Context: an optimization exercise on an open-source flow, tuned for small area, a short achievable clock period and few clock cycles. The choices shown serve that exercise and are no tape-out recipe.
No functional check of the RTL was part of any run shown here.
Power is estimated from default activity; no workload was simulated.

--- config.mk ---
export PLATFORM = sky130hd
export DESIGN_NAME = conv_rescaler
export DESIGN_NICKNAME = conv_rescaler
export VERILOG_FILES = /design/flow/design.v
export SDC_FILE = /design/flow/constraint.sdc
export NUM_CORES = 4
export LEC_CHECK = 0
export ABC_CLOCK_PERIOD_IN_PS = 4000
export CAP_MARGIN = 20
export CORE_MARGIN = 2
export CORE_UTILIZATION = 60
export SETUP_SLACK_MARGIN = 5
export SLEW_MARGIN = 20
--- constraint.sdc ---
create_clock -name core_clock -period 9.0 [get_ports {clock}]
set_input_delay 1.8000 -clock core_clock [delete_from_list [all_inputs] [get_ports {clock}]]
set_output_delay 1.8000 -clock core_clock [all_outputs]
set_load 0.01 [all_outputs]
--- design.v ---
module conv_rescaler #(
    parameter int NB_PIXEL = 19,
    parameter int NB_COUNT = 32,
    parameter int NB_OUT   = 8,
    parameter int NB_FRAC  = 16
) (
    input  logic                clock,
    input  logic                reset,
    input  logic                i_extremesValid,
    input  logic [NB_PIXEL-1:0] i_maxValue,
    input  logic [NB_PIXEL-1:0] i_minValue,
    input  logic [NB_COUNT-1:0] i_imageSize,
    input  logic                i_valid,
    input  logic [NB_PIXEL-1:0] i_convValue,
    output logic                o_ready,
    output logic [NB_OUT-1:0]   o_pixel,
    output logic                o_valid,
    output logic                o_endSignal
);
    localparam int NB_R     = NB_PIXEL;
    localparam int NB_SCALE = NB_OUT + NB_FRAC;           
    localparam int ND       = (NB_R + 2) / 2;             
    localparam int LC       = 10;                         
    localparam logic [NB_SCALE-1:0] DIVIDEND = {{NB_OUT{1'b1}}, {NB_FRAC{1'b0}}};
    logic                 busy_q, init_q, prep_q, div_q, run_q;
    logic                 init_d, prep_d, div_d, run_d;
    logic                 v0_q, l0_q, v1_q, l1_q, v2_q, l2_q, v3_q, e3_q;
    logic [NB_PIXEL:0]    c_q;        
    logic [NB_PIXEL-1:0]  min_q, max_q;
    logic                 gt_q;       
    logic [NB_R-1:0]      range_q;
    logic [NB_COUNT-1:0]  count_q;    
    logic [NB_SCALE-1:0]  scale_q;
    logic [3*ND-2:0]      bd_q;       
    logic [NB_SCALE-1:LC] psa_q, psb_q;
    logic                 pc_q;
    logic [NB_OUT-1:0]    pixel_q;
    logic idle, accept, last_acc, lone_end, start;
    logic [NB_PIXEL:0]    delta;      
    logic                 d_neg, d_big, span_ok;   
    logic [NB_R-1:0]      d_clamp;
    logic [NB_R+1:0]      dx;         
    logic [ND-1:0]        b_one, b_two, b_neg;
    logic [NB_R-1:0]      rem_next;
    logic                 q_bit, dbit_next;
    logic [NB_R-1:0]      lead;       
    logic [NB_R-1:0]      rem_init;
    logic [NB_SCALE:0]    ra, rb;
    logic [LC-1:0]        lo_sum;
    logic                 lo_c;
    logic [NB_SCALE-LC-1:0] hi_sum;
    logic [NB_COUNT-1:0]  count_dec;
    logic [NB_R:0]        dsum;
    logic                 dsub_c, gt;
    assign idle     = !busy_q;
    assign accept   = i_valid && run_q;
    assign last_acc = accept && (count_q == NB_COUNT'(1));
    assign start    = idle && i_extremesValid;
    assign lone_end = start && (i_imageSize == '0);
    cr_add #(NB_PIXEL + 1) u_delta (
        .a(c_q), .b(~{min_q[NB_PIXEL-1], min_q}), .ci(1'b1),
        .s(delta), .co());
    assign d_neg   = delta[NB_PIXEL];
    assign span_ok = (range_q != '0);
    cr_add #(NB_PIXEL) u_gt (
        .a({~i_convValue[NB_PIXEL-1], i_convValue[NB_PIXEL-2:0]}),
        .b(~{~max_q[NB_PIXEL-1], max_q[NB_PIXEL-2:0]}), .ci(1'b0), .s(), .co(gt));
    assign d_big = gt_q;
    always_comb begin
        d_clamp = delta[NB_R-1:0];
        if (d_neg)
            d_clamp = '0;
        else if (d_big)
            d_clamp = range_q;
    end
    assign dx = {1'b0, d_clamp, 1'b0};
    always_comb begin
        for (int r = 0; r < ND; r++) begin
            b_one[r] = dx[2*r+1] ^ dx[2*r];
            b_two[r] = (dx[2*r+2] && !dx[2*r+1] && !dx[2*r]) || (!dx[2*r+2] && dx[2*r+1] && dx[2*r]);
            b_neg[r] = dx[2*r+2];
        end
    end
    always_comb begin
        for (int i = 0; i < NB_R; i++) begin
            lead[i] = range_q[i];
            for (int j = i + 1; j < NB_R; j++)
                if (range_q[j]) lead[i] = 1'b0;
        end
        for (int i = 0; i < NB_R; i++) begin
            rem_init[i] = 1'b0;
            for (int j = i + 1; j <= i + NB_OUT && j < NB_R; j++)
                rem_init[i] = rem_init[i] | lead[j];
        end
    end
    cr_add #(NB_R + 1) u_div (.a(c_q), .b(~{1'b0, range_q}), .ci(1'b1), .s(dsum), .co(dsub_c));
    assign q_bit     = dsub_c;
    assign rem_next  = q_bit ? dsum[NB_R-1:0] : c_q[NB_R-1:0];
    assign dbit_next = (scale_q[NB_SCALE-2:NB_OUT-1] == '0);
    cr_add #(NB_COUNT) u_cnt (.a(count_q), .b('1), .ci(1'b0), .s(count_dec), .co());
    cr_mul u_mul (.a(scale_q), .one(bd_q[ND-1:0]), .two(bd_q[2*ND-1:ND]),
                  .neg({1'b0, bd_q[3*ND-2:2*ND]}), .ra(ra), .rb(rb));
    cr_add #(LC) u_lo (.a(ra[LC-1:0]), .b(rb[LC-1:0]), .ci(1'b0), .s(lo_sum), .co(lo_c));
    cr_add #(NB_SCALE - LC) u_hi (.a(psa_q), .b(psb_q), .ci(pc_q), .s(hi_sum), .co());
    assign init_d = start && !lone_end;
    assign prep_d = init_q;
    assign div_d  = (prep_q && span_ok) || (div_q && !scale_q[NB_SCALE-1]);
    assign run_d  = (prep_q && !span_ok) || (div_q && scale_q[NB_SCALE-1]) || (run_q && !last_acc);
    always_ff @(posedge clock or negedge reset) begin
        if (!reset) begin
            busy_q <= 1'b0;
            init_q <= 1'b0;
            prep_q <= 1'b0;
            div_q  <= 1'b0;
            run_q  <= 1'b0;
            v0_q   <= 1'b0;
            l0_q   <= 1'b0;
            v1_q   <= 1'b0;
            l1_q   <= 1'b0;
            v2_q   <= 1'b0;
            l2_q   <= 1'b0;
            v3_q   <= 1'b0;
            e3_q   <= 1'b0;
        end else begin
            busy_q <= init_d || prep_d || div_d || run_d;
            init_q <= init_d;
            prep_q <= prep_d;
            div_q  <= div_d;
            run_q  <= run_d;
            v0_q   <= accept;
            l0_q   <= last_acc;
            v1_q   <= v0_q;
            l1_q   <= l0_q;
            v2_q   <= v1_q;
            l2_q   <= v1_q && l1_q;
            v3_q   <= v2_q;
            e3_q   <= l2_q || lone_end;
        end
    end
    always_ff @(posedge clock) begin
        if (idle)
            c_q <= {i_maxValue[NB_PIXEL-1], i_maxValue};
        else if (prep_q)
            c_q <= {rem_init, (lead[NB_R-1:NB_OUT] == '0)};
        else if (div_q)
            c_q <= {rem_next, dbit_next};
        else
            c_q <= {i_convValue[NB_PIXEL-1], i_convValue};
        if (idle) begin
            min_q   <= i_minValue;
            max_q   <= i_maxValue;
            count_q <= i_imageSize;
        end else if (accept) begin
            count_q <= count_dec;
        end
        if (init_q)
            range_q <= d_neg ? '0 : delta[NB_R-1:0];    
        if (prep_q)
            scale_q <= NB_SCALE'(lead);            
        else if (div_q)
            scale_q <= {scale_q[NB_SCALE-2:0], q_bit};
        bd_q <= {b_neg[ND-2:0], b_two, b_one};
        gt_q <= gt;
        psa_q   <= ra[NB_SCALE-1:LC];
        psb_q   <= rb[NB_SCALE-1:LC];
        pc_q    <= lo_c;
        pixel_q <= hi_sum[NB_SCALE-LC-1:NB_FRAC-LC];
    end
    assign o_ready     = run_q;
    assign o_pixel     = pixel_q;
    assign o_valid     = v3_q;
    assign o_endSignal = e3_q;
endmodule
module cr_add #(
    parameter int W = 8
) (
    input  logic [W-1:0] a,
    input  logic [W-1:0] b,
    input  logic         ci,
    output logic [W-1:0] s,
    output logic         co
);
    localparam int L = $clog2(W + 1);
    localparam int N = 1 << L;
    logic [N-1:0] g, p, x;
    always_comb begin
        x = '0;
        g = '0;
        p = '0;
        x[W-1:0] = a ^ b;
        g[W-1:0] = a & b;
        p[W-1:0] = x[W-1:0];
        g[0] = g[0] | (p[0] & ci);
        for (int d = 0; d < L; d++)
            for (int i = (2 << d) - 1; i < N; i += (2 << d)) begin
                g[i] = g[i] | (p[i] & g[i - (1 << d)]);
                p[i] = p[i] & p[i - (1 << d)];
            end
        for (int d = L - 2; d >= 0; d--)
            for (int i = 3 * (1 << d) - 1; i < N; i += (2 << d)) begin
                g[i] = g[i] | (p[i] & g[i - (1 << d)]);
                p[i] = p[i] & p[i - (1 << d)];
            end
        s[0] = x[0] ^ ci;
        for (int i = 1; i < W; i++)
            s[i] = x[i] ^ g[i - 1];
        co = g[W - 1];
    end
endmodule
module cr_mul (input logic [23:0] a, input logic [9:0] one, input logic [9:0] two, input logic [9:0] neg, output logic [24:0] ra, output logic [24:0] rb);
wire pp1;
wire pp2;
wire pp3;
wire pp4;
wire pp5;
wire pp6;
wire pp7;
wire pp8;
wire pp9;
wire pp10;
wire pp11;
wire pp12;
wire pp13;
wire pp14;
wire pp15;
wire pp16;
wire pp17;
wire pp18;
wire pp19;
wire pp20;
wire pp21;
wire pp22;
wire pp23;
wire pp24;
wire pp25;
wire pp26;
wire pp27;
wire pp28;
wire pp29;
wire pp30;
wire pp31;
wire pp32;
wire pp33;
wire pp34;
wire pp35;
wire pp36;
wire pp37;
wire pp38;
wire pp39;
wire pp40;
wire pp41;
wire pp42;
wire pp43;
wire pp44;
wire pp45;
wire pp46;
wire pp47;
wire pp48;
wire pp49;
wire pp50;
wire pp51;
wire pp52;
wire pp53;
wire pp54;
wire pp55;
wire pp56;
wire pp57;
wire pp58;
wire pp59;
wire pp60;
wire pp61;
wire pp62;
wire pp63;
wire pp64;
wire pp65;
wire pp66;
wire pp67;
wire pp68;
wire pp69;
wire pp70;
wire pp71;
wire pp72;
wire pp73;
wire pp74;
wire pp75;
wire pp76;
wire pp77;
wire pp78;
wire pp79;
wire pp80;
wire pp81;
wire pp82;
wire pp83;
wire pp84;
wire pp85;
wire pp86;
wire pp87;
wire pp88;
wire pp89;
wire pp90;
wire pp91;
wire pp92;
wire pp93;
wire pp94;
wire pp95;
wire pp96;
wire pp97;
wire pp98;
wire pp99;
wire pp100;
wire pp101;
wire pp102;
wire pp103;
wire pp104;
wire pp105;
wire pp106;
wire pp107;
wire pp108;
wire pp109;
wire pp110;
wire pp111;
wire pp112;
wire pp113;
wire pp114;
wire pp115;
wire pp116;
wire pp117;
wire pp118;
wire pp119;
wire pp120;
wire pp121;
wire pp122;
wire pp123;
wire pp124;
wire pp125;
wire pp126;
wire pp127;
wire pp128;
wire pp129;
wire pp130;
wire pp131;
wire pp132;
wire pp133;
wire pp134;
wire pp135;
wire pp136;
wire pp137;
wire pp138;
wire pp139;
wire pp140;
wire pp141;
wire pp142;
wire pp143;
wire pp144;
wire pp145;
wire pp146;
wire pp147;
wire pp148;
wire pp149;
wire pp150;
wire pp151;
wire pp152;
wire pp153;
wire pp154;
wire pp155;
wire pp156;
wire pp157;
wire pp158;
wire pp159;
wire pp160;
wire s161;
wire c162;
wire s163;
wire c164;
wire s165;
wire c166;
wire s167;
wire c168;
wire s169;
wire c170;
wire s171;
wire c172;
wire s173;
wire c174;
wire s175;
wire c176;
wire s177;
wire c178;
wire s179;
wire c180;
wire s181;
wire c182;
wire s183;
wire c184;
wire s185;
wire c186;
wire s187;
wire c188;
wire s189;
wire c190;
wire s191;
wire c192;
wire s193;
wire c194;
wire s195;
wire c196;
wire s197;
wire c198;
wire s199;
wire c200;
wire s201;
wire c202;
wire s203;
wire c204;
wire s205;
wire c206;
wire s207;
wire c208;
wire s209;
wire c210;
wire s211;
wire c212;
wire s213;
wire c214;
wire s215;
wire c216;
wire s217;
wire c218;
wire s219;
wire c220;
wire s221;
wire c222;
wire s223;
wire c224;
wire s225;
wire c226;
wire s227;
wire c228;
wire s229;
wire c230;
wire s231;
wire c232;
wire s233;
wire c234;
wire s235;
wire c236;
wire s237;
wire c238;
wire s239;
wire c240;
wire s241;
wire c242;
wire s243;
wire c244;
wire s245;
wire c246;
wire s247;
wire c248;
wire s249;
wire c250;
wire s251;
wire c252;
wire s253;
wire c254;
wire s255;
wire c256;
wire s257;
wire c258;
wire s259;
wire c260;
wire s261;
wire c262;
wire s263;
wire c264;
wire s265;
wire c266;
wire s267;
wire c268;
wire s269;
wire c270;
wire s271;
wire c272;
wire s273;
wire c274;
wire s275;
wire c276;
wire s277;
wire c278;
wire s279;
wire c280;
wire s281;
wire c282;
wire s283;
wire c284;
wire s285;
wire c286;
wire s287;
wire c288;
wire s289;
wire c290;
wire s291;
wire c292;
wire s293;
wire c294;
wire s295;
wire c296;
wire s297;
wire c298;
wire s299;
wire c300;
wire s301;
wire c302;
wire s303;
wire c304;
wire s305;
wire c306;
wire s307;
wire c308;
wire s309;
wire c310;
wire s311;
wire c312;
wire s313;
wire c314;
wire s315;
wire c316;
wire s317;
wire c318;
wire s319;
wire c320;
wire s321;
wire c322;
wire s323;
wire c324;
wire s325;
wire c326;
wire s327;
wire c328;
wire s329;
wire c330;
wire s331;
wire c332;
wire s333;
wire c334;
wire s335;
wire c336;
wire s337;
wire c338;
wire s339;
wire c340;
wire s341;
wire c342;
wire s343;
wire c344;
wire s345;
wire c346;
wire s347;
wire c348;
wire s349;
wire c350;
wire s351;
wire c352;
wire s353;
wire c354;
wire s355;
wire c356;
wire s357;
wire c358;
wire s359;
wire c360;
wire s361;
wire c362;
wire s363;
wire c364;
wire s365;
wire c366;
wire s367;
wire c368;
wire s369;
wire c370;
wire s371;
wire c372;
wire s373;
wire c374;
wire s375;
wire c376;
wire s377;
wire c378;
wire s379;
wire c380;
wire s381;
wire c382;
wire s383;
wire c384;
wire s385;
wire c386;
wire s387;
wire c388;
wire s389;
wire c390;
wire s391;
wire c392;
wire s393;
wire c394;
wire s395;
wire c396;
wire s397;
wire c398;
wire s399;
wire c400;
wire x401;
wire x402;
wire x403;
wire x404;
wire x405;
wire x406;
wire x407;
wire x408;
wire x409;
wire x410;
wire x411;
wire x412;
wire x413;
wire x414;
wire x415;
wire x416;
assign pp1 = ((one[0] & a[0])) ^ neg[0];
assign pp2 = ((one[0] & a[1]) | (two[0] & a[0])) ^ neg[0];
assign pp3 = ((one[0] & a[2]) | (two[0] & a[1])) ^ neg[0];
assign pp4 = ((one[0] & a[3]) | (two[0] & a[2])) ^ neg[0];
assign pp5 = ((one[0] & a[4]) | (two[0] & a[3])) ^ neg[0];
assign pp6 = ((one[0] & a[5]) | (two[0] & a[4])) ^ neg[0];
assign pp7 = ((one[0] & a[6]) | (two[0] & a[5])) ^ neg[0];
assign pp8 = ((one[0] & a[7]) | (two[0] & a[6])) ^ neg[0];
assign pp9 = ((one[0] & a[8]) | (two[0] & a[7])) ^ neg[0];
assign pp10 = ((one[0] & a[9]) | (two[0] & a[8])) ^ neg[0];
assign pp11 = ((one[0] & a[10]) | (two[0] & a[9])) ^ neg[0];
assign pp12 = ((one[0] & a[11]) | (two[0] & a[10])) ^ neg[0];
assign pp13 = ((one[0] & a[12]) | (two[0] & a[11])) ^ neg[0];
assign pp14 = ((one[0] & a[13]) | (two[0] & a[12])) ^ neg[0];
assign pp15 = ((one[0] & a[14]) | (two[0] & a[13])) ^ neg[0];
assign pp16 = ((one[0] & a[15]) | (two[0] & a[14])) ^ neg[0];
assign pp17 = ((one[0] & a[16]) | (two[0] & a[15])) ^ neg[0];
assign pp18 = ((one[0] & a[17]) | (two[0] & a[16])) ^ neg[0];
assign pp19 = ((one[0] & a[18]) | (two[0] & a[17])) ^ neg[0];
assign pp20 = ((one[0] & a[19]) | (two[0] & a[18])) ^ neg[0];
assign pp21 = ((one[0] & a[20]) | (two[0] & a[19])) ^ neg[0];
assign pp22 = ((one[0] & a[21]) | (two[0] & a[20])) ^ neg[0];
assign pp23 = ((one[0] & a[22]) | (two[0] & a[21])) ^ neg[0];
assign pp24 = ((one[0] & a[23]) | (two[0] & a[22])) ^ neg[0];
assign pp25 = ((two[0] & a[23])) ^ neg[0];
assign pp26 = ((one[1] & a[0])) ^ neg[1];
assign pp27 = ((one[1] & a[1]) | (two[1] & a[0])) ^ neg[1];
assign pp28 = ((one[1] & a[2]) | (two[1] & a[1])) ^ neg[1];
assign pp29 = ((one[1] & a[3]) | (two[1] & a[2])) ^ neg[1];
assign pp30 = ((one[1] & a[4]) | (two[1] & a[3])) ^ neg[1];
assign pp31 = ((one[1] & a[5]) | (two[1] & a[4])) ^ neg[1];
assign pp32 = ((one[1] & a[6]) | (two[1] & a[5])) ^ neg[1];
assign pp33 = ((one[1] & a[7]) | (two[1] & a[6])) ^ neg[1];
assign pp34 = ((one[1] & a[8]) | (two[1] & a[7])) ^ neg[1];
assign pp35 = ((one[1] & a[9]) | (two[1] & a[8])) ^ neg[1];
assign pp36 = ((one[1] & a[10]) | (two[1] & a[9])) ^ neg[1];
assign pp37 = ((one[1] & a[11]) | (two[1] & a[10])) ^ neg[1];
assign pp38 = ((one[1] & a[12]) | (two[1] & a[11])) ^ neg[1];
assign pp39 = ((one[1] & a[13]) | (two[1] & a[12])) ^ neg[1];
assign pp40 = ((one[1] & a[14]) | (two[1] & a[13])) ^ neg[1];
assign pp41 = ((one[1] & a[15]) | (two[1] & a[14])) ^ neg[1];
assign pp42 = ((one[1] & a[16]) | (two[1] & a[15])) ^ neg[1];
assign pp43 = ((one[1] & a[17]) | (two[1] & a[16])) ^ neg[1];
assign pp44 = ((one[1] & a[18]) | (two[1] & a[17])) ^ neg[1];
assign pp45 = ((one[1] & a[19]) | (two[1] & a[18])) ^ neg[1];
assign pp46 = ((one[1] & a[20]) | (two[1] & a[19])) ^ neg[1];
assign pp47 = ((one[1] & a[21]) | (two[1] & a[20])) ^ neg[1];
assign pp48 = ((one[1] & a[22]) | (two[1] & a[21])) ^ neg[1];
assign pp49 = ((one[2] & a[0])) ^ neg[2];
assign pp50 = ((one[2] & a[1]) | (two[2] & a[0])) ^ neg[2];
assign pp51 = ((one[2] & a[2]) | (two[2] & a[1])) ^ neg[2];
assign pp52 = ((one[2] & a[3]) | (two[2] & a[2])) ^ neg[2];
assign pp53 = ((one[2] & a[4]) | (two[2] & a[3])) ^ neg[2];
assign pp54 = ((one[2] & a[5]) | (two[2] & a[4])) ^ neg[2];
assign pp55 = ((one[2] & a[6]) | (two[2] & a[5])) ^ neg[2];
assign pp56 = ((one[2] & a[7]) | (two[2] & a[6])) ^ neg[2];
assign pp57 = ((one[2] & a[8]) | (two[2] & a[7])) ^ neg[2];
assign pp58 = ((one[2] & a[9]) | (two[2] & a[8])) ^ neg[2];
assign pp59 = ((one[2] & a[10]) | (two[2] & a[9])) ^ neg[2];
assign pp60 = ((one[2] & a[11]) | (two[2] & a[10])) ^ neg[2];
assign pp61 = ((one[2] & a[12]) | (two[2] & a[11])) ^ neg[2];
assign pp62 = ((one[2] & a[13]) | (two[2] & a[12])) ^ neg[2];
assign pp63 = ((one[2] & a[14]) | (two[2] & a[13])) ^ neg[2];
assign pp64 = ((one[2] & a[15]) | (two[2] & a[14])) ^ neg[2];
assign pp65 = ((one[2] & a[16]) | (two[2] & a[15])) ^ neg[2];
assign pp66 = ((one[2] & a[17]) | (two[2] & a[16])) ^ neg[2];
assign pp67 = ((one[2] & a[18]) | (two[2] & a[17])) ^ neg[2];
assign pp68 = ((one[2] & a[19]) | (two[2] & a[18])) ^ neg[2];
assign pp69 = ((one[2] & a[20]) | (two[2] & a[19])) ^ neg[2];
assign pp70 = ((one[3] & a[0])) ^ neg[3];
assign pp71 = ((one[3] & a[1]) | (two[3] & a[0])) ^ neg[3];
assign pp72 = ((one[3] & a[2]) | (two[3] & a[1])) ^ neg[3];
assign pp73 = ((one[3] & a[3]) | (two[3] & a[2])) ^ neg[3];
assign pp74 = ((one[3] & a[4]) | (two[3] & a[3])) ^ neg[3];
assign pp75 = ((one[3] & a[5]) | (two[3] & a[4])) ^ neg[3];
assign pp76 = ((one[3] & a[6]) | (two[3] & a[5])) ^ neg[3];
assign pp77 = ((one[3] & a[7]) | (two[3] & a[6])) ^ neg[3];
assign pp78 = ((one[3] & a[8]) | (two[3] & a[7])) ^ neg[3];
assign pp79 = ((one[3] & a[9]) | (two[3] & a[8])) ^ neg[3];
assign pp80 = ((one[3] & a[10]) | (two[3] & a[9])) ^ neg[3];
assign pp81 = ((one[3] & a[11]) | (two[3] & a[10])) ^ neg[3];
assign pp82 = ((one[3] & a[12]) | (two[3] & a[11])) ^ neg[3];
assign pp83 = ((one[3] & a[13]) | (two[3] & a[12])) ^ neg[3];
assign pp84 = ((one[3] & a[14]) | (two[3] & a[13])) ^ neg[3];
assign pp85 = ((one[3] & a[15]) | (two[3] & a[14])) ^ neg[3];
assign pp86 = ((one[3] & a[16]) | (two[3] & a[15])) ^ neg[3];
assign pp87 = ((one[3] & a[17]) | (two[3] & a[16])) ^ neg[3];
assign pp88 = ((one[3] & a[18]) | (two[3] & a[17])) ^ neg[3];
assign pp89 = ((one[4] & a[0])) ^ neg[4];
assign pp90 = ((one[4] & a[1]) | (two[4] & a[0])) ^ neg[4];
assign pp91 = ((one[4] & a[2]) | (two[4] & a[1])) ^ neg[4];
assign pp92 = ((one[4] & a[3]) | (two[4] & a[2])) ^ neg[4];
assign pp93 = ((one[4] & a[4]) | (two[4] & a[3])) ^ neg[4];
assign pp94 = ((one[4] & a[5]) | (two[4] & a[4])) ^ neg[4];
assign pp95 = ((one[4] & a[6]) | (two[4] & a[5])) ^ neg[4];
assign pp96 = ((one[4] & a[7]) | (two[4] & a[6])) ^ neg[4];
assign pp97 = ((one[4] & a[8]) | (two[4] & a[7])) ^ neg[4];
assign pp98 = ((one[4] & a[9]) | (two[4] & a[8])) ^ neg[4];
assign pp99 = ((one[4] & a[10]) | (two[4] & a[9])) ^ neg[4];
assign pp100 = ((one[4] & a[11]) | (two[4] & a[10])) ^ neg[4];
assign pp101 = ((one[4] & a[12]) | (two[4] & a[11])) ^ neg[4];
assign pp102 = ((one[4] & a[13]) | (two[4] & a[12])) ^ neg[4];
assign pp103 = ((one[4] & a[14]) | (two[4] & a[13])) ^ neg[4];
assign pp104 = ((one[4] & a[15]) | (two[4] & a[14])) ^ neg[4];
assign pp105 = ((one[4] & a[16]) | (two[4] & a[15])) ^ neg[4];
assign pp106 = ((one[5] & a[0])) ^ neg[5];
assign pp107 = ((one[5] & a[1]) | (two[5] & a[0])) ^ neg[5];
assign pp108 = ((one[5] & a[2]) | (two[5] & a[1])) ^ neg[5];
assign pp109 = ((one[5] & a[3]) | (two[5] & a[2])) ^ neg[5];
assign pp110 = ((one[5] & a[4]) | (two[5] & a[3])) ^ neg[5];
assign pp111 = ((one[5] & a[5]) | (two[5] & a[4])) ^ neg[5];
assign pp112 = ((one[5] & a[6]) | (two[5] & a[5])) ^ neg[5];
assign pp113 = ((one[5] & a[7]) | (two[5] & a[6])) ^ neg[5];
assign pp114 = ((one[5] & a[8]) | (two[5] & a[7])) ^ neg[5];
assign pp115 = ((one[5] & a[9]) | (two[5] & a[8])) ^ neg[5];
assign pp116 = ((one[5] & a[10]) | (two[5] & a[9])) ^ neg[5];
assign pp117 = ((one[5] & a[11]) | (two[5] & a[10])) ^ neg[5];
assign pp118 = ((one[5] & a[12]) | (two[5] & a[11])) ^ neg[5];
assign pp119 = ((one[5] & a[13]) | (two[5] & a[12])) ^ neg[5];
assign pp120 = ((one[5] & a[14]) | (two[5] & a[13])) ^ neg[5];
assign pp121 = ((one[6] & a[0])) ^ neg[6];
assign pp122 = ((one[6] & a[1]) | (two[6] & a[0])) ^ neg[6];
assign pp123 = ((one[6] & a[2]) | (two[6] & a[1])) ^ neg[6];
assign pp124 = ((one[6] & a[3]) | (two[6] & a[2])) ^ neg[6];
assign pp125 = ((one[6] & a[4]) | (two[6] & a[3])) ^ neg[6];
assign pp126 = ((one[6] & a[5]) | (two[6] & a[4])) ^ neg[6];
assign pp127 = ((one[6] & a[6]) | (two[6] & a[5])) ^ neg[6];
assign pp128 = ((one[6] & a[7]) | (two[6] & a[6])) ^ neg[6];
assign pp129 = ((one[6] & a[8]) | (two[6] & a[7])) ^ neg[6];
assign pp130 = ((one[6] & a[9]) | (two[6] & a[8])) ^ neg[6];
assign pp131 = ((one[6] & a[10]) | (two[6] & a[9])) ^ neg[6];
assign pp132 = ((one[6] & a[11]) | (two[6] & a[10])) ^ neg[6];
assign pp133 = ((one[6] & a[12]) | (two[6] & a[11])) ^ neg[6];
assign pp134 = ((one[7] & a[0])) ^ neg[7];
assign pp135 = ((one[7] & a[1]) | (two[7] & a[0])) ^ neg[7];
assign pp136 = ((one[7] & a[2]) | (two[7] & a[1])) ^ neg[7];
assign pp137 = ((one[7] & a[3]) | (two[7] & a[2])) ^ neg[7];
assign pp138 = ((one[7] & a[4]) | (two[7] & a[3])) ^ neg[7];
assign pp139 = ((one[7] & a[5]) | (two[7] & a[4])) ^ neg[7];
assign pp140 = ((one[7] & a[6]) | (two[7] & a[5])) ^ neg[7];
assign pp141 = ((one[7] & a[7]) | (two[7] & a[6])) ^ neg[7];
assign pp142 = ((one[7] & a[8]) | (two[7] & a[7])) ^ neg[7];
assign pp143 = ((one[7] & a[9]) | (two[7] & a[8])) ^ neg[7];
assign pp144 = ((one[7] & a[10]) | (two[7] & a[9])) ^ neg[7];
assign pp145 = ((one[8] & a[0])) ^ neg[8];
assign pp146 = ((one[8] & a[1]) | (two[8] & a[0])) ^ neg[8];
assign pp147 = ((one[8] & a[2]) | (two[8] & a[1])) ^ neg[8];
assign pp148 = ((one[8] & a[3]) | (two[8] & a[2])) ^ neg[8];
assign pp149 = ((one[8] & a[4]) | (two[8] & a[3])) ^ neg[8];
assign pp150 = ((one[8] & a[5]) | (two[8] & a[4])) ^ neg[8];
assign pp151 = ((one[8] & a[6]) | (two[8] & a[5])) ^ neg[8];
assign pp152 = ((one[8] & a[7]) | (two[8] & a[6])) ^ neg[8];
assign pp153 = ((one[8] & a[8]) | (two[8] & a[7])) ^ neg[8];
assign pp154 = (one[9] & a[0]);
assign pp155 = (one[9] & a[1]) | (two[9] & a[0]);
assign pp156 = (one[9] & a[2]) | (two[9] & a[1]);
assign pp157 = (one[9] & a[3]) | (two[9] & a[2]);
assign pp158 = (one[9] & a[4]) | (two[9] & a[3]);
assign pp159 = (one[9] & a[5]) | (two[9] & a[4]);
assign pp160 = (one[9] & a[6]) | (two[9] & a[5]);
assign s161 = pp17 ^ pp40;
assign c162 = pp17 & pp40;
assign s163 = pp18 ^ pp41;
assign c164 = pp18 & pp41;
assign s165 = pp19 ^ pp42 ^ pp63;
assign c166 = (pp19 & pp42) | (pp19 & pp63) | (pp42 & pp63);
assign s167 = pp20 ^ pp43 ^ pp64;
assign c168 = (pp20 & pp43) | (pp20 & pp64) | (pp43 & pp64);
assign s169 = pp21 ^ pp44 ^ pp65;
assign c170 = (pp21 & pp44) | (pp21 & pp65) | (pp44 & pp65);
assign s171 = pp22 ^ pp45 ^ pp66;
assign c172 = (pp22 & pp45) | (pp22 & pp66) | (pp45 & pp66);
assign s173 = pp23 ^ pp46 ^ pp67;
assign c174 = (pp23 & pp46) | (pp23 & pp67) | (pp46 & pp67);
assign s175 = pp24 ^ pp47 ^ pp68;
assign c176 = (pp24 & pp47) | (pp24 & pp68) | (pp47 & pp68);
assign s177 = pp11 ^ pp34;
assign c178 = pp11 & pp34;
assign s179 = pp12 ^ pp35;
assign c180 = pp12 & pp35;
assign s181 = pp13 ^ pp36 ^ pp57;
assign c182 = (pp13 & pp36) | (pp13 & pp57) | (pp36 & pp57);
assign s183 = pp76 ^ pp93;
assign c184 = pp76 & pp93;
assign s185 = pp14 ^ pp37 ^ pp58;
assign c186 = (pp14 & pp37) | (pp14 & pp58) | (pp37 & pp58);
assign s187 = pp77 ^ pp94;
assign c188 = pp77 & pp94;
assign s189 = pp15 ^ pp38 ^ pp59;
assign c190 = (pp15 & pp38) | (pp15 & pp59) | (pp38 & pp59);
assign s191 = pp78 ^ pp95 ^ pp110;
assign c192 = (pp78 & pp95) | (pp78 & pp110) | (pp95 & pp110);
assign s193 = pp123 ^ pp134;
assign c194 = pp123 & pp134;
assign s195 = pp16 ^ pp39 ^ pp60;
assign c196 = (pp16 & pp39) | (pp16 & pp60) | (pp39 & pp60);
assign s197 = pp79 ^ pp96 ^ pp111;
assign c198 = (pp79 & pp96) | (pp79 & pp111) | (pp96 & pp111);
assign s199 = pp124 ^ pp135;
assign c200 = pp124 & pp135;
assign s201 = pp61 ^ pp80 ^ pp97;
assign c202 = (pp61 & pp80) | (pp61 & pp97) | (pp80 & pp97);
assign s203 = pp112 ^ pp125 ^ pp136;
assign c204 = (pp112 & pp125) | (pp112 & pp136) | (pp125 & pp136);
assign s205 = pp145 ^ neg[8] ^ s161;
assign c206 = (pp145 & neg[8]) | (pp145 & s161) | (neg[8] & s161);
assign s207 = pp62 ^ pp81 ^ pp98;
assign c208 = (pp62 & pp81) | (pp62 & pp98) | (pp81 & pp98);
assign s209 = pp113 ^ pp126 ^ pp137;
assign c210 = (pp113 & pp126) | (pp113 & pp137) | (pp126 & pp137);
assign s211 = pp146 ^ s163 ^ c162;
assign c212 = (pp146 & s163) | (pp146 & c162) | (s163 & c162);
assign s213 = pp82 ^ pp99 ^ pp114;
assign c214 = (pp82 & pp99) | (pp82 & pp114) | (pp99 & pp114);
assign s215 = pp127 ^ pp138 ^ pp147;
assign c216 = (pp127 & pp138) | (pp127 & pp147) | (pp138 & pp147);
assign s217 = pp154 ^ s165 ^ c164;
assign c218 = (pp154 & s165) | (pp154 & c164) | (s165 & c164);
assign s219 = pp83 ^ pp100 ^ pp115;
assign c220 = (pp83 & pp100) | (pp83 & pp115) | (pp100 & pp115);
assign s221 = pp128 ^ pp139 ^ pp148;
assign c222 = (pp128 & pp139) | (pp128 & pp148) | (pp139 & pp148);
assign s223 = pp155 ^ s167 ^ c166;
assign c224 = (pp155 & s167) | (pp155 & c166) | (s167 & c166);
assign s225 = pp84 ^ pp101 ^ pp116;
assign c226 = (pp84 & pp101) | (pp84 & pp116) | (pp101 & pp116);
assign s227 = pp129 ^ pp140 ^ pp149;
assign c228 = (pp129 & pp140) | (pp129 & pp149) | (pp140 & pp149);
assign s229 = pp156 ^ s169 ^ c168;
assign c230 = (pp156 & s169) | (pp156 & c168) | (s169 & c168);
assign s231 = pp85 ^ pp102 ^ pp117;
assign c232 = (pp85 & pp102) | (pp85 & pp117) | (pp102 & pp117);
assign s233 = pp130 ^ pp141 ^ pp150;
assign c234 = (pp130 & pp141) | (pp130 & pp150) | (pp141 & pp150);
assign s235 = pp157 ^ s171 ^ c170;
assign c236 = (pp157 & s171) | (pp157 & c170) | (s171 & c170);
assign s237 = pp86 ^ pp103 ^ pp118;
assign c238 = (pp86 & pp103) | (pp86 & pp118) | (pp103 & pp118);
assign s239 = pp131 ^ pp142 ^ pp151;
assign c240 = (pp131 & pp142) | (pp131 & pp151) | (pp142 & pp151);
assign s241 = pp158 ^ s173 ^ c172;
assign c242 = (pp158 & s173) | (pp158 & c172) | (s173 & c172);
assign s243 = pp87 ^ pp104 ^ pp119;
assign c244 = (pp87 & pp104) | (pp87 & pp119) | (pp104 & pp119);
assign s245 = pp132 ^ pp143 ^ pp152;
assign c246 = (pp132 & pp143) | (pp132 & pp152) | (pp143 & pp152);
assign s247 = pp159 ^ s175 ^ c174;
assign c248 = (pp159 & s175) | (pp159 & c174) | (s175 & c174);
assign s249 = pp7 ^ pp30;
assign c250 = pp7 & pp30;
assign s251 = pp8 ^ pp31;
assign c252 = pp8 & pp31;
assign s253 = pp9 ^ pp32 ^ pp53;
assign c254 = (pp9 & pp32) | (pp9 & pp53) | (pp32 & pp53);
assign s255 = pp72 ^ pp89;
assign c256 = pp72 & pp89;
assign s257 = pp10 ^ pp33 ^ pp54;
assign c258 = (pp10 & pp33) | (pp10 & pp54) | (pp33 & pp54);
assign s259 = pp73 ^ pp90;
assign c260 = pp73 & pp90;
assign s261 = pp55 ^ pp74 ^ pp91;
assign c262 = (pp55 & pp74) | (pp55 & pp91) | (pp74 & pp91);
assign s263 = pp106 ^ neg[5] ^ s177;
assign c264 = (pp106 & neg[5]) | (pp106 & s177) | (neg[5] & s177);
assign s265 = pp56 ^ pp75 ^ pp92;
assign c266 = (pp56 & pp75) | (pp56 & pp92) | (pp75 & pp92);
assign s267 = pp107 ^ s179 ^ c178;
assign c268 = (pp107 & s179) | (pp107 & c178) | (s179 & c178);
assign s269 = pp108 ^ pp121 ^ neg[6];
assign c270 = (pp108 & pp121) | (pp108 & neg[6]) | (pp121 & neg[6]);
assign s271 = s181 ^ s183 ^ c180;
assign c272 = (s181 & s183) | (s181 & c180) | (s183 & c180);
assign s273 = pp109 ^ pp122 ^ s185;
assign c274 = (pp109 & pp122) | (pp109 & s185) | (pp122 & s185);
assign s275 = s187 ^ c182 ^ c184;
assign c276 = (s187 & c182) | (s187 & c184) | (c182 & c184);
assign s277 = neg[7] ^ s189 ^ s191;
assign c278 = (neg[7] & s189) | (neg[7] & s191) | (s189 & s191);
assign s279 = s193 ^ c186 ^ c188;
assign c280 = (s193 & c186) | (s193 & c188) | (c186 & c188);
assign s281 = s195 ^ s197 ^ s199;
assign c282 = (s195 & s197) | (s195 & s199) | (s197 & s199);
assign s283 = c190 ^ c192 ^ c194;
assign c284 = (c190 & c192) | (c190 & c194) | (c192 & c194);
assign s285 = s201 ^ s203 ^ s205;
assign c286 = (s201 & s203) | (s201 & s205) | (s203 & s205);
assign s287 = c196 ^ c198 ^ c200;
assign c288 = (c196 & c198) | (c196 & c200) | (c198 & c200);
assign s289 = s207 ^ s209 ^ s211;
assign c290 = (s207 & s209) | (s207 & s211) | (s209 & s211);
assign s291 = c202 ^ c204 ^ c206;
assign c292 = (c202 & c204) | (c202 & c206) | (c204 & c206);
assign s293 = s213 ^ s215 ^ s217;
assign c294 = (s213 & s215) | (s213 & s217) | (s215 & s217);
assign s295 = c208 ^ c210 ^ c212;
assign c296 = (c208 & c210) | (c208 & c212) | (c210 & c212);
assign s297 = s219 ^ s221 ^ s223;
assign c298 = (s219 & s221) | (s219 & s223) | (s221 & s223);
assign s299 = c214 ^ c216 ^ c218;
assign c300 = (c214 & c216) | (c214 & c218) | (c216 & c218);
assign s301 = s225 ^ s227 ^ s229;
assign c302 = (s225 & s227) | (s225 & s229) | (s227 & s229);
assign s303 = c220 ^ c222 ^ c224;
assign c304 = (c220 & c222) | (c220 & c224) | (c222 & c224);
assign s305 = s231 ^ s233 ^ s235;
assign c306 = (s231 & s233) | (s231 & s235) | (s233 & s235);
assign s307 = c226 ^ c228 ^ c230;
assign c308 = (c226 & c228) | (c226 & c230) | (c228 & c230);
assign s309 = s237 ^ s239 ^ s241;
assign c310 = (s237 & s239) | (s237 & s241) | (s239 & s241);
assign s311 = c232 ^ c234 ^ c236;
assign c312 = (c232 & c234) | (c232 & c236) | (c234 & c236);
assign s313 = s243 ^ s245 ^ s247;
assign c314 = (s243 & s245) | (s243 & s247) | (s245 & s247);
assign s315 = c238 ^ c240 ^ c242;
assign c316 = (c238 & c240) | (c238 & c242) | (c240 & c242);
assign s317 = pp5 ^ pp28;
assign c318 = pp5 & pp28;
assign s319 = pp6 ^ pp29;
assign c320 = pp6 & pp29;
assign s321 = pp51 ^ pp70 ^ neg[3];
assign c322 = (pp51 & pp70) | (pp51 & neg[3]) | (pp70 & neg[3]);
assign s323 = pp52 ^ pp71 ^ s251;
assign c324 = (pp52 & pp71) | (pp52 & s251) | (pp71 & s251);
assign s325 = neg[4] ^ s253 ^ s255;
assign c326 = (neg[4] & s253) | (neg[4] & s255) | (s253 & s255);
assign s327 = s257 ^ s259 ^ c254;
assign c328 = (s257 & s259) | (s257 & c254) | (s259 & c254);
assign s329 = s261 ^ s263 ^ c258;
assign c330 = (s261 & s263) | (s261 & c258) | (s263 & c258);
assign s331 = s265 ^ s267 ^ c262;
assign c332 = (s265 & s267) | (s265 & c262) | (s267 & c262);
assign s333 = s269 ^ s271 ^ c266;
assign c334 = (s269 & s271) | (s269 & c266) | (s271 & c266);
assign s335 = s273 ^ s275 ^ c270;
assign c336 = (s273 & s275) | (s273 & c270) | (s275 & c270);
assign s337 = s277 ^ s279 ^ c274;
assign c338 = (s277 & s279) | (s277 & c274) | (s279 & c274);
assign s339 = s281 ^ s283 ^ c278;
assign c340 = (s281 & s283) | (s281 & c278) | (s283 & c278);
assign s341 = s285 ^ s287 ^ c282;
assign c342 = (s285 & s287) | (s285 & c282) | (s287 & c282);
assign s343 = s289 ^ s291 ^ c286;
assign c344 = (s289 & s291) | (s289 & c286) | (s291 & c286);
assign s345 = s293 ^ s295 ^ c290;
assign c346 = (s293 & s295) | (s293 & c290) | (s295 & c290);
assign s347 = s297 ^ s299 ^ c294;
assign c348 = (s297 & s299) | (s297 & c294) | (s299 & c294);
assign s349 = s301 ^ s303 ^ c298;
assign c350 = (s301 & s303) | (s301 & c298) | (s303 & c298);
assign s351 = s305 ^ s307 ^ c302;
assign c352 = (s305 & s307) | (s305 & c302) | (s307 & c302);
assign s353 = s309 ^ s311 ^ c306;
assign c354 = (s309 & s311) | (s309 & c306) | (s311 & c306);
assign s355 = s313 ^ s315 ^ c310;
assign c356 = (s313 & s315) | (s313 & c310) | (s315 & c310);
assign s357 = pp3 ^ pp26;
assign c358 = pp3 & pp26;
assign s359 = pp4 ^ pp27;
assign c360 = pp4 & pp27;
assign s361 = pp49 ^ neg[2] ^ s317;
assign c362 = (pp49 & neg[2]) | (pp49 & s317) | (neg[2] & s317);
assign s363 = pp50 ^ s319 ^ c318;
assign c364 = (pp50 & s319) | (pp50 & c318) | (s319 & c318);
assign s365 = s249 ^ s321 ^ c320;
assign c366 = (s249 & s321) | (s249 & c320) | (s321 & c320);
assign s367 = c250 ^ s323 ^ c322;
assign c368 = (c250 & s323) | (c250 & c322) | (s323 & c322);
assign s369 = c252 ^ s325 ^ c324;
assign c370 = (c252 & s325) | (c252 & c324) | (s325 & c324);
assign s371 = c256 ^ s327 ^ c326;
assign c372 = (c256 & s327) | (c256 & c326) | (s327 & c326);
assign s373 = c260 ^ s329 ^ c328;
assign c374 = (c260 & s329) | (c260 & c328) | (s329 & c328);
assign s375 = c264 ^ s331 ^ c330;
assign c376 = (c264 & s331) | (c264 & c330) | (s331 & c330);
assign s377 = c268 ^ s333 ^ c332;
assign c378 = (c268 & s333) | (c268 & c332) | (s333 & c332);
assign s379 = c272 ^ s335 ^ c334;
assign c380 = (c272 & s335) | (c272 & c334) | (s335 & c334);
assign s381 = c276 ^ s337 ^ c336;
assign c382 = (c276 & s337) | (c276 & c336) | (s337 & c336);
assign s383 = c280 ^ s339 ^ c338;
assign c384 = (c280 & s339) | (c280 & c338) | (s339 & c338);
assign s385 = c284 ^ s341 ^ c340;
assign c386 = (c284 & s341) | (c284 & c340) | (s341 & c340);
assign s387 = c288 ^ s343 ^ c342;
assign c388 = (c288 & s343) | (c288 & c342) | (s343 & c342);
assign s389 = c292 ^ s345 ^ c344;
assign c390 = (c292 & s345) | (c292 & c344) | (s345 & c344);
assign s391 = c296 ^ s347 ^ c346;
assign c392 = (c296 & s347) | (c296 & c346) | (s347 & c346);
assign s393 = c300 ^ s349 ^ c348;
assign c394 = (c300 & s349) | (c300 & c348) | (s349 & c348);
assign s395 = c304 ^ s351 ^ c350;
assign c396 = (c304 & s351) | (c304 & c350) | (s351 & c350);
assign s397 = c308 ^ s353 ^ c352;
assign c398 = (c308 & s353) | (c308 & c352) | (s353 & c352);
assign s399 = c312 ^ s355 ^ c354;
assign c400 = (c312 & s355) | (c312 & c354) | (s355 & c354);
assign x401 = pp25 ^ pp48;
assign x402 = pp69 ^ pp88;
assign x403 = pp105 ^ pp120;
assign x404 = pp133 ^ pp144;
assign x405 = pp153 ^ pp160;
assign x406 = x401 ^ x402;
assign x407 = x403 ^ x404;
assign x408 = x405 ^ x406;
assign x409 = x407 ^ c176;
assign x410 = c244 ^ c246;
assign x411 = x408 ^ x409;
assign x412 = x410 ^ x411;
assign x413 = c248 ^ x412;
assign x414 = x413 ^ c314;
assign x415 = c316 ^ x414;
assign x416 = x415 ^ c356;
assign ra = {x416, s399, s397, s395, s393, s391, s389, s387, s385, s383, s381, s379, s377, s375, s373, s371, s369, s367, s365, s363, s361, s359, neg[1], pp2, pp1};
assign rb = {c400, c398, c396, c394, c392, c390, c388, c386, c384, c382, c380, c378, c376, c374, c372, c370, c368, c366, c364, c362, c360, c358, s357, 1'b0, neg[0]};
endmodule
--- flow/run.sh ---
#!/bin/bash
# Standard layout, with the port buffers made from the smallest plain buffer and a clock tree
# of clkbuf_8 buffers, each driving a larger cluster of flip-flops, without dummy loads.
set -euo pipefail
export BUFFER_PORTS_ARGS="-buffer_cell sky130_fd_sc_hd__buf_1"
export CTS_ARGS="-sink_clustering_enable -repair_clock_nets -dont_use_dummy_load -buf_list {sky130_fd_sc_hd__clkbuf_8} -sink_clustering_size 18 -sink_clustering_max_diameter 60"
bash standard.sh > standard_flow.log 2>&1
--- standard.sh ---
#!/bin/bash
# synth_recipe.tcl (not shown) runs the flow's synth.tcl, then flattens the netlist and writes it again
# the make line also repeats each setting of config.mk as NAME=value (left out here)
make -C /OpenROAD-flow-scripts/flow DESIGN_CONFIG=/design/flow/config.mk WORK_HOME=/design/flow/orfs CLKGATE_MAP_FILE= SYNTH_SCRIPT=/design/flow/synth_recipe.tcl "${@:-finish}"
==> results of run 1 <==
==> state kept, by name, summed over array words and instances (netlist names), 8 cells and up <==
| signal | flops |
|---|---|
| count_q | 32 |
| pixel_q | 8 |
| scale_q | 24 |
| c_q | 20 |
| range_q | 19 |
| psb_q | 14 |
| bd_q | 29 |
| max_q | 19 |
| psa_q | 14 |
| min_q | 19 |
==> cell type report <==
type	instances	area, um^2	area share [%]
Timing Repair Buffer	143	758.2	4.358
Tap cell	341	426.7	2.452
Sequential cell	213	5414	31.12
Multi-Input combinational cell	1094	9824	56.46
Inverter	172	645.6	3.711
Clock buffer	24	330.3	1.898
==> report_power, final <==
group	internal, mW	switching (mW)	leakage (nW)
clock	0.236	0.330	0.173
sequential	1.20	0.125	1.91
combinational	1.01	1.16	5.02
total	2.45	1.61	7.10
==> synth_stat cells (3+ instances only) <==
cell type	number	share of area [%]
o2bb2ai_1	6	0.33
o22ai_1	7	0.27
o21ai_0	53	1.6
a31oi_1	6	0.23
fa_1	114	14
inv_1	170	3.9
nor3_1	15	0.46
edfxtp_1	108	20
nor2_1	84	2.0
or3b_2	6	0.33
a21o_1	18	0.84
dfxtp_1	92	11
nand2_1	61	1.4
mux2_2	24	1.7
mux2i_1	28	1.7
xnor2_1	112	6.1
and3_1	3	0.12
a211oi_1	6	0.28
nor4_1	27	1.0
o31ai_1	3	0.14
clkbuf_1	77	1.8
ha_1	107	8.3
or3_1	3	0.12
a31o_2	5	0.27
nand3_1	12	0.37
nor2b_1	22	0.85
buf_1	23	0.53
xor2_1	92	5.0
a22oi_1	141	6.5
a21oi_1	54	1.7
nand2b_1	5	0.19
dfrtp_1	13	2.0
or2_2	7	0.27
nor3b_1	3	0.14
o211ai_1	5	0.23
a221oi_1	5	0.27
nand4_1	8	0.31
nand3b_1	8	0.37
and2_1	7	0.27
==> path summary, 6_finish.rpt <==
check	startpoint	endpoint	depth (start not counted)
worst max-delay path	c_q[0]	bd_q[9]	17
worst min-delay path	l0_q	l1_q	0
worst max register to register	c_q[0]	bd_q[9]	17
worst min register to register	l0_q	l1_q	0
max in group asynchronous	reset	busy_q	1
min in group asynchronous	reset	e3_q	1
==> worst max-delay path, delay by kind of cell, from the launching register on <==
kind                       cells  cell delay, ns
buffers and inverters          3            0.26
and+or+nand+nor                3            0.43
AOI/OAI and AO/OA              5            1.03
xor gates and xnor gates       2            0.41
DFF                            1            0.32
adders and majority gates      4            1.21
==> repair_timing <==
item	in CTS	in global routing
setup endpoints to repair	49	48
pin swaps	3	12
setup buffers	5	11
hold endpoints to repair	0	0
resized for setup	9	18
gates cloned	1	2
==> metrics by stage <==
stage / power [mW] / setup slack, ns / util, % / area, um^2
global route: 4.549 / 4.930 / 65.10 / 17400
CTS: 4.126 / 4.957 / 64.25 / 17170
detailed placement: 3.544 / 4.586 / 62.63 / 16740
global placement: 3.461 / 4.729 / 62.63 / 16740
finish: 4.058 / 5.137 / 65.10 / 17400
floorplan: 3.006 / 5.042 / - / 16170
==> cells by family after synthesis <==
family,synth area share (%)
compound gates,14.16
simple gates,8.916
buf+inv,6.517
fa+ha+maj,22.40
flops,33.46
xor+xnor,11.05
mux,3.498
==> routing by layer <==
metal	vias up	global-route usage, %	wire (um)	part of all wire [%]
li1	5609	-	-	-
met1	5908	38.74	17110	41
met2	435	50.40	20100	49
met3	92	3.996	2578	6.2
met4	0	9.858	1464	3.5
met5	-	0	0	0
==> metrics.cfg, run 1 <==
[setup_path]
startpoint_type = register
cpPeakStageDelay_ns = 0.40
worstPathArrival_ns = 4.25
worstSetupPathType = reg2reg
endpoint_kind = register
critPathSlowestCell = fa_2
cp_cell_sequence = inv_2 -> ha_1 -> inv_1 -> fa_2 -> a211oi_4 -> o21ai_2 -> a31oi_2 -> o31ai_2 -> nor4_2 -> nor3_2 -> a31o_2 -> fa_2 -> xor2_4 -> xnor2_4 -> buf_12 -> nor2_1 -> ha_1
critPathRequiredTime_ns = 9.39
r2r_slack_ns = 5.14
crit_fanout = 5

[grt]
grt_max_degree = 65
antenna_found_initial = 0
track_usage_pct = 29.41
grt_pass1_vias = 12180
gr-total-overflow = 0
grt_pass1_wl_um = 65270

[placement]
hpwl_um = 29910
dp.cells = 1944
numPortBuffers = 103
gp_routability_congestion = 0.8925

[floorplanning]
die_h_um = 168.2
rows = 60
die-area_um2 = 28270
core_area_um2 = 26730
start_util_pct = 60.49
pin_count = 104
die_w_um = 168.2

[final_layout]
antenna_cells = 0
layout.cells.non_filler = 1987
areaGrowthSynthToFinish_pct = 7.623
fill_cells = 2253
final_nets = 1962
final_cell_mix = 169 x inv_1, 141 x a22oi_1, 111 x xnor2_1, 111 x fa_1, 108 x edfxtp_1
mostFrequentLayoutCell = inv_1
drive_above_1_share_pct = 8.384

[sta]
rsz0062_at_grt = true
fmax_ghz = 0.2589
post-route-period-util_pct = 42.92
max_slew_margin_pct = 32.98
period_minus_slack_ns = 3.863
worstMarginPinSlew_ns = 1.005
whs_ns = 0.3434
slew_violations = 0
hold_violations = 0
fin_tns_setup_ns = 0
finalSetupViolations = 0
clock_skew_ns = 0.08775

[clock_tree]
clk_path_buf_depth = 3
path_clk_slew_ns = 0.10
numCtsBuffers = 24
clock-sinks = 213
htreeDepth = 1
clockRootBuffer = clkbuf_8
clock_latency_ns = 0.59
hold_buffers = 0
cts_tree = done

[yosys]
synth_edf_count = 108
synth_flop_cell = edfxtp_1
yosysUniqueCellTypes = 72
synthArstFlopShare_pct = 6.103
postSynthRegisterBits = 213
netlist_instances = 1583
synth_nets = 1897
syn_avg_cell_area_um2 = 10.21
synth_area_um2 = 16170
yosysWarningCount = 6
synth_seq_area_share_pct = 33.46

[drt]
dr.pass1.iters = 6
drt_iter0_markers = 780
wirelength_um = 41250
drc = 0
wl_per_cell_um = 20.76
dr_total_vias = 12040
routed_via_density = 6.061
ant_nets = 0

[power]
peakVddDrop_v = 0.0001354
powerDensity_nw_per_um2 = 233.2
leakage_nw = 7.104

[run_status]
status = no timing/DRC/antenna violations

[flow_run]
maxCapViolations = 0

[worst_hold_path]
min_path_type = reg2reg

==> inputs of run 2 (changes only) <==
--- a/design.v
+++ b/design.v
@@ -29,4 +29,6 @@
     logic [NB_PIXEL-1:0]  min_q, max_q;
     logic                 gt_q;       
+    logic                 lt_q;       
+    logic                 rneg_q;     
     logic [NB_R-1:0]      range_q;
     logic [NB_COUNT-1:0]  count_q;    
@@ -52,5 +54,5 @@
     logic [NB_COUNT-1:0]  count_dec;
     logic [NB_R:0]        dsum;
-    logic                 dsub_c, gt;
+    logic                 dsub_c, gt, lt;
     assign idle     = !busy_q;
     assign accept   = i_valid && run_q;
@@ -61,10 +63,13 @@
         .a(c_q), .b(~{min_q[NB_PIXEL-1], min_q}), .ci(1'b1),
         .s(delta), .co());
-    assign d_neg   = delta[NB_PIXEL];
-    assign span_ok = (range_q != '0);
+    assign d_neg   = lt_q;
+    assign span_ok = !rneg_q && (range_q != '0);
     cr_add #(NB_PIXEL) u_gt (
         .a({~i_convValue[NB_PIXEL-1], i_convValue[NB_PIXEL-2:0]}),
         .b(~{~max_q[NB_PIXEL-1], max_q[NB_PIXEL-2:0]}), .ci(1'b0), .s(), .co(gt));
     assign d_big = gt_q;
+    cr_add #(NB_PIXEL) u_lt (
+        .a({~min_q[NB_PIXEL-1], min_q[NB_PIXEL-2:0]}),
+        .b(~{~i_convValue[NB_PIXEL-1], i_convValue[NB_PIXEL-2:0]}), .ci(1'b0), .s(), .co(lt));
     always_comb begin
         d_clamp = delta[NB_R-1:0];
@@ -155,11 +160,14 @@
         end
         if (init_q)
-            range_q <= d_neg ? '0 : delta[NB_R-1:0];    
+            range_q <= delta[NB_R-1:0];
         if (prep_q)
-            scale_q <= NB_SCALE'(lead);            
+            scale_q <= span_ok ? NB_SCALE'(lead) : '0;
         else if (div_q)
             scale_q <= {scale_q[NB_SCALE-2:0], q_bit};
         bd_q <= {b_neg[ND-2:0], b_two, b_one};
         gt_q <= gt;
+        lt_q <= lt;
+        if (init_q)
+            rneg_q <= delta[NB_PIXEL];
         psa_q   <= ra[NB_SCALE-1:LC];
         psb_q   <= rb[NB_SCALE-1:LC];
==> flow/run.sh (replaced) <==
#!/bin/bash
# Standard layout, with the port buffers made from the smallest plain buffer and a clock tree
# of clkbuf_8 buffers without dummy loads.
set -euo pipefail
export BUFFER_PORTS_ARGS="-buffer_cell sky130_fd_sc_hd__buf_1"
export CTS_ARGS="-sink_clustering_enable -repair_clock_nets -dont_use_dummy_load -buf_list {sky130_fd_sc_hd__clkbuf_8}"
bash standard.sh > standard_flow.log 2>&1
--- a/config.mk
+++ b/config.mk
@@ -9,5 +9,5 @@
 export CAP_MARGIN = 20
 export CORE_MARGIN = 2
-export CORE_UTILIZATION = 60
+export CORE_UTILIZATION = 40
 export SETUP_SLACK_MARGIN = 5
 export SLEW_MARGIN = 20
==> metrics.cfg, run 2 <==
[run_status]
status = no timing/DRC/antenna violations

[floorplanning]
die-area_um2 = 42860
rows = 74
pin_count = 104
start_util_pct = 40.48
core_area_um2 = 40740
die_h_um = 207.0
die_w_um = 207.0

[sta]
post-route-period-util_pct = 42.39
whs_ns = 0.3453
hold_violations = 0
rsz0062_at_grt = true
fin_tns_setup_ns = 0
period_minus_slack_ns = 3.815
max_slew_margin_pct = 30.35
finalSetupViolations = 0
fmax_ghz = 0.2621
slew_violations = 0
clock_skew_ns = 0.04053
worstMarginPinSlew_ns = 1.045

[drt]
drc = 0
wirelength_um = 42250
dr_total_vias = 12160
drt_iter0_markers = 846
wl_per_cell_um = 19.19
routed_via_density = 5.523
dr.pass1.iters = 6
ant_nets = 0

[final_layout]
final_nets = 2002
reg_top3 = count_q x32, bd_q x29, scale_q x24
areaGrowthSynthToFinish_pct = 8.172
mostFrequentLayoutCell = inv_1
drive_above_1_share_pct = 5.875
fill_cells = 3929
post-route-util_pct = 43.78
top_register = count_q
largest_register_ff_count = 32
final_cell_mix = 186 x inv_1, 139 x a22oi_1, 125 x ha_1, 114 x fa_1, 114 x edfxtp_1

[yosys]
yosysWarningCount = 6
synth.area.top_cells = edfxtp_1 21%, fa_1 14%, dfxtp_1 11%
yosysUniqueCellTypes = 70
postSynthRegisterBits = 215
ys_top_cells_by_count = 188 x inv_1, 139 x a22oi_1, 125 x ha_1, 114 x edfxtp_1, 114 x fa_1
syn_avg_cell_area_um2 = 10.24
yosysMostFrequentCell = inv_1
synth_top_area_share_pct = 20.76
synth_seq_area_share_pct = 33.42
synthArstFlopShare_pct = 6.047
synth_nets = 1942
netlist_instances = 1610
synth_top_area_cell = edfxtp_1
synth_area_um2 = 16490
synth_flop_cell = edfxtp_1
synth_edf_count = 114

[grt]
grt_pass1_vias = 12800
gr-total-overflow = 0
track_usage_pct = 19.86
grt_max_degree = 87
antenna_found_initial = 1
grt_pass1_wl_um = 68760

[setup_path]
cpPeakStageDelay_ns = 1.03
cp_top_family = adder cells
path_buf_inv = 2
endpoint_kind = register
startpoint_type = register
crit_fanout = 20
worstPathArrival_ns = 4.19
critPathSlowestCell = edfxtp_1
worstSetupPathType = reg2reg
cp_cell_sequence = a22oi_1 -> xnor2_1 -> ha_1 -> inv_1 -> fa_1 -> inv_1 -> fa_1 -> ha_1 -> a21o_1 -> a31oi_1 -> o21ai_0
critPathRequiredTime_ns = 9.37

[clock_tree]
clk_path_buf_depth = 3
clock-sinks = 215
htreeDepth = 2
cts_post_setup_buffers_inserted = 0
clock_latency_ns = 0.56
clockRootBuffer = clkbuf_8
path_clk_slew_ns = 0.06
numCtsBuffers = 39
cts_tree = done

[placement]
gp_routability_congestion = 0.8898
numPortBuffers = 103
hpwl_um = 30860

[worst_hold_path]
min_path_type = reg2reg

[flow_run]
maxCapViolations = 0

[power]
powerDensity_nw_per_um2 = 241.8
peakVddDrop_v = 0.0001773
leakage_nw = 7.241

-- run 2: final timing paths --
kind	slack (ns)	endpoint	from	cells after the start
min reg2reg	0.35	v3_q	v2_q	0
min in group asynchronous	1.24	v3_q	reset	1
max reg2reg	5.18	pc_q	scale_q[5]	11
min	0.35	v3_q	v2_q	0
max in group asynchronous	7.29	busy_q	reset	1
max	5.18	pc_q	scale_q[5]	11
-- run 2: timing repair --
item / 4_1_cts / 5_1_grt
endpoints found under the hold margin: 0 / 0
resized for setup: 4 / 6
hold buffers: 0 / 0
endpoints found under the setup margin: 1 / 11
cloned: 0 / 0
pin swaps: 0 / 0
-- run 2: per-layer routing --
layer	GRT usage, %	up-vias	wire [um]
li1	-	5729	-
met1	26.98	5955	18830
met2	32.17	404	19640
met3	3.532	69	2765
met4	6.355	0	1014
met5	0	-	0
-- run 2: power breakdown --
part | internal [mW] | total [mW] | leakage [nW] | switching, mW
logic | 1.01 | 2.19 | 5.03 | 1.18
registers | 1.22 | 1.35 | 1.93 | 0.130
clock network | 0.382 | 0.771 | 0.280 | 0.389
-- run 2: cells by family (layout without fill, tap and decap cells) --
| logic type | count (synthesis) | count (layout) | synth area share [%] |
|---|---|---|---|
| AO/OA/AOI/OAI | 371 | 371 | 15.47 |
| XOR/XNOR | 204 | 204 | 10.84 |
| adder cells (fa/ha/maj) | 239 | 239 | 23.32 |
| buffers and inverters | 289 | 347 | 6.730 |
| flip-flops | 215 | 215 | 33.42 |
| multiplexers | 34 | 34 | 2.170 |
| other | 0 | 1 | 0 |
| AND/OR/NAND/NOR | 258 | 258 | 8.051 |
-- run 2: layout make-up --
class,instances,area [um^2],share of cell area (%)
repair buffers,120,514.2,2.883
multi-input cells,1106,9893,55.46
diodes,1,2.502,0.01403
well taps,532,665.6,3.732
flip-flops and latches,215,5519,30.94
inverters,188,705.7,3.956
clock buffers,39,536.8,3.009
-- run 2: through the flow --
stage,area (um^2),worst slack (ns),instances,power (mW)
floorplan,16490,5.281,1610,3.066
global placement,17270,4.960,2161,3.526
detailed placement,17270,4.932,2161,3.635
CTS,17810,5.045,2200,4.429
global route,17830,4.994,2200,4.871
finish,17840,5.185,2201,4.312

## what the ideal ports hide
In the flow no input, the clock included, has a driving cell. The finished layouts below were timed again as built, in two steps. Step 1 assumes that a clkbuf_16 drives the clock port and a buf_2 every other input. Step 2 moves the port delays by t, midway between the first and last clock arrival at a register: inputs arrive t later, outputs are due t later. That takes back most of the time a late clock gives input paths. Slacks: ideal / step 1 / step 2; pairs: ideal / step 1.
run	shift t [ns]	setup WS [ns]	worst setup path after step 2	clock arrival spread, ns	slew at the worst register clock pin (ns)
run 1	0.597	5.137 / 5.137 / 5.137	register to register	0.102 / 0.102	0.10 / 0.10
run 2	0.591	5.185 / 5.185 / 5.185	register to register	0.056 / 0.057	0.06 / 0.06
After both steps setup and hold are still met in every run listed.
